From an optimization exercise on the open Yosys and OpenROAD flow, aimed at small area, a short achievable clock period and few clock cycles per item; shortcuts taken in it are not production practice.
RTL that was checked went through simulation tests only; none was proved equivalent to the original.

exp/maple:
==> flow/design.v <==
module gimli_non_linear_permutation (
  input  logic [31:0] i_x,
  input  logic [31:0] i_y,
  input  logic [31:0] i_z,
  output logic [31:0] o_x,
  output logic [31:0] o_y,
  output logic [31:0] o_z
);
  logic [31:0] w_x;
  logic [31:0] w_y;
  assign w_x = {i_x[7:0], i_x[31:8]};
  assign w_y = {i_y[22:0], i_y[31:23]};
  assign o_z = w_x ^ (i_z << 1) ^ ((w_y & i_z) << 2);
  assign o_y = w_y ^ w_x ^ ((w_x | i_z) << 1);
  assign o_x = i_z ^ w_y ^ ((w_x & w_y) << 3);
endmodule
module gimli_round #(
  parameter bit STATIC_PHASE = 1'b0,
  parameter int PHASE        = 0
) (
  input  logic [383:0] i_state,
  input  logic [4:0]   i_round,
  output logic [383:0] o_state
);
  localparam logic [31:0] RC_BASE = 32'h9e377900;
  logic [11:0][31:0] w_in;
  logic [11:0][31:0] w_sp;
  logic [1:0]        w_phase;
  assign w_in    = i_state;
  assign w_phase = STATIC_PHASE ? 2'(PHASE) : i_round[1:0];
  for (genvar j = 0; j < 4; j++) begin : g_sp
    gimli_non_linear_permutation u_sp (
      .i_x (w_in[j]),
      .i_y (w_in[j+4]),
      .i_z (w_in[j+8]),
      .o_x (w_sp[j]),
      .o_y (w_sp[j+4]),
      .o_z (w_sp[j+8])
    );
  end
  always_comb begin
    o_state = w_sp;
    if (w_phase == 2'b00) begin
      o_state[31:0]   = w_sp[1] ^ RC_BASE ^ {27'd0, i_round};
      o_state[63:32]  = w_sp[0];
      o_state[95:64]  = w_sp[3];
      o_state[127:96] = w_sp[2];
    end else if (w_phase == 2'b10) begin
      o_state[31:0]   = w_sp[2];
      o_state[63:32]  = w_sp[3];
      o_state[95:64]  = w_sp[0];
      o_state[127:96] = w_sp[1];
    end
  end
endmodule
module gimli_permutation_core #(
  parameter int NUMBER_OF_ROUNDS = 24
) (
  input  logic         clk,
  input  logic         rst,
  input  logic [383:0] din_state,
  input  logic         din_valid,
  output logic         din_ready,
  output logic [383:0] dout_state,
  output logic         dout_valid,
  input  logic         dout_ready,
  output logic         busy
);
  localparam int K = 4;
  logic         r_run;     
  logic         r_done;    
  logic [4:0]   r_round;   
  logic [383:0] r_state;
  logic         w_take;
  logic         w_last;
  logic [383:0] w_blk_in;
  logic [K:0][383:0] w_blk;
  assign din_ready = !r_run && (!r_done || dout_ready);
  assign w_take    = din_valid && din_ready;
  assign w_last    = (r_round == 5'(K));
  assign w_blk_in = r_run ? r_state : din_state;
  assign w_blk[0] = w_blk_in;
  for (genvar j = 0; j < K; j++) begin : g_rnd
    gimli_round #(
      .STATIC_PHASE (K % 4 == 0),
      .PHASE        ((4 - (j % 4)) % 4)
    ) u_round (
      .i_state (w_blk[j]),
      .i_round (r_round - 5'(j)),
      .o_state (w_blk[j+1])
    );
  end
  always_ff @(posedge clk) begin
    if (r_run || w_take) r_state <= w_blk[K];
  end
  always_ff @(posedge clk or posedge rst) begin
    if (rst) begin
      r_run   <= 1'b0;
      r_done  <= 1'b0;
      r_round <= 5'(NUMBER_OF_ROUNDS);
    end else if (r_run) begin
      if (w_last) begin
        r_run   <= 1'b0;
        r_done  <= 1'b1;
        r_round <= 5'(NUMBER_OF_ROUNDS);
      end else begin
        r_round <= r_round - 5'(K);
      end
    end else if (w_take) begin
      if (NUMBER_OF_ROUNDS == K) begin
        r_done  <= 1'b1;
      end else begin
        r_run   <= 1'b1;
        r_done  <= 1'b0;
        r_round <= r_round - 5'(K);
      end
    end else if (r_done && dout_ready) begin
      r_done <= 1'b0;
    end
  end
  assign busy       = r_run && !rst;
  assign dout_valid = r_done && !rst;
  assign dout_state = r_state;
endmodule
clock: 3.5 ns
lec_check: 0
cap_margin: 20
core_margin: 2
core_utilization: 40
place_density: 0.6
slew_margin: 20
run.sh (not shown) runs the stock make flow with config.mk's settings and CLKGATE_MAP_FILE= SYNTH_SCRIPT=/design/flow/synth_recipe.tcl, a recipe that flattens the netlist after the stock synthesis.
The layout from exp/maple, despite a flow that completed every stage, fails the layout checks, with the failing checks listed as negative setup slack.
For exp/willow, these inputs were changed with respect to exp/maple:
diff --git a/flow/design.v b/flow/design.v
--- a/flow/design.v
+++ b/flow/design.v
@@ -64,33 +64,45 @@
   output logic [383:0] dout_state,
   output logic         dout_valid,
   input  logic         dout_ready,
   output logic         busy
 );
-  localparam int K = 4;
+  localparam int K = 2;
   logic         r_run;     
   logic         r_done;    
   logic [4:0]   r_round;   
   logic [383:0] r_state;
   logic         w_take;
   logic         w_last;
-  logic [383:0] w_blk_in;
+  logic [4:0]   w_round_base;
   logic [K:0][383:0] w_blk;
   assign din_ready = !r_run && (!r_done || dout_ready);
   assign w_take    = din_valid && din_ready;
   assign w_last    = (r_round == 5'(K));
-  assign w_blk_in = r_run ? r_state : din_state;
-  assign w_blk[0] = w_blk_in;
+  assign w_round_base = (K % 4 == 0) ? {r_round[4:2], 2'b00} :
+                        (K % 2 == 0) ? {r_round[4:1], 1'b0} : r_round;
   for (genvar j = 0; j < K; j++) begin : g_rnd
     gimli_round #(
-      .STATIC_PHASE (K % 4 == 0),
+      .STATIC_PHASE ((K % 4 == 0) || (K % 2 == 0 && j % 2 == 1)),
       .PHASE        ((4 - (j % 4)) % 4)
     ) u_round (
       .i_state (w_blk[j]),
-      .i_round (r_round - 5'(j)),
+      .i_round (w_round_base - 5'(j)),
       .o_state (w_blk[j+1])
     );
+  end
+  localparam int NSEL = 16;
+  logic [NSEL-1:0] r_sel;
+  always_ff @(posedge clk or posedge rst) begin
+    if (rst) begin
+      r_sel <= '0;
+    end else begin
+      for (int i = 0; i < NSEL; i++) r_sel[i] <= r_sel[i] ? !w_last : w_take;
+    end
+  end
+  for (genvar b = 0; b < 384; b++) begin : g_in
+    assign w_blk[0][b] = r_sel[(b * NSEL) / 384] ? r_state[b] : din_state[b];
   end
   always_ff @(posedge clk) begin
     if (r_run || w_take) r_state <= w_blk[K];
   end
   always_ff @(posedge clk or posedge rst) begin
Findings:
exp/willow -> stages 100% | layout checks FAIL | negative setup slack
exp/willow vs. exp/maple: setup slack higher, final critical delay including setup and external delays lost 0.94 ns, utilization after layout went down by 12 points, instance area after placement shrank by about 40%.
Testbench counts of exp/willow, summed over its fixed seeds: cycles 1,544, items 128.
Only the layout flow was run in exp/maple; the RTL was not checked for function there.

==> afterwards: timing with drivers on the ports <==
How much do the figures lean on ideal ports? The routed layouts below were timed once more, with nothing changed but the port constraints.
Step 1 assumes that a clkbuf_16 drives the clock port and a buf_2 every other input.
Step 2, shift: input delay + t, output delay - t, t = (earliest + latest rising clock arrival at the registers) / 2. This alone moves slack from input paths to output paths.
Three values: ideal ports, drivers, drivers and shift; two values: the first two.
run | t (ns) | slack for setup (ns) | hold slack, ns | slew at the worst register clock pin (ns) | worst data-port slew with drivers (ns)
exp/maple | 0.750 | -0.944 / -0.944 / -1.146 | 0.322 / 0.277 / 0.538 | 0.07 / 0.07 | 0.19
exp/willow | 0.674 | -0.003 / -0.003 / -0.241 | 0.501 / 0.501 / 0.501 | 0.07 / 0.07 | 0.10
The setup slack of exp/willow, which loses most, moves by 0.000 ns with the drivers and by -0.238 ns with both steps.
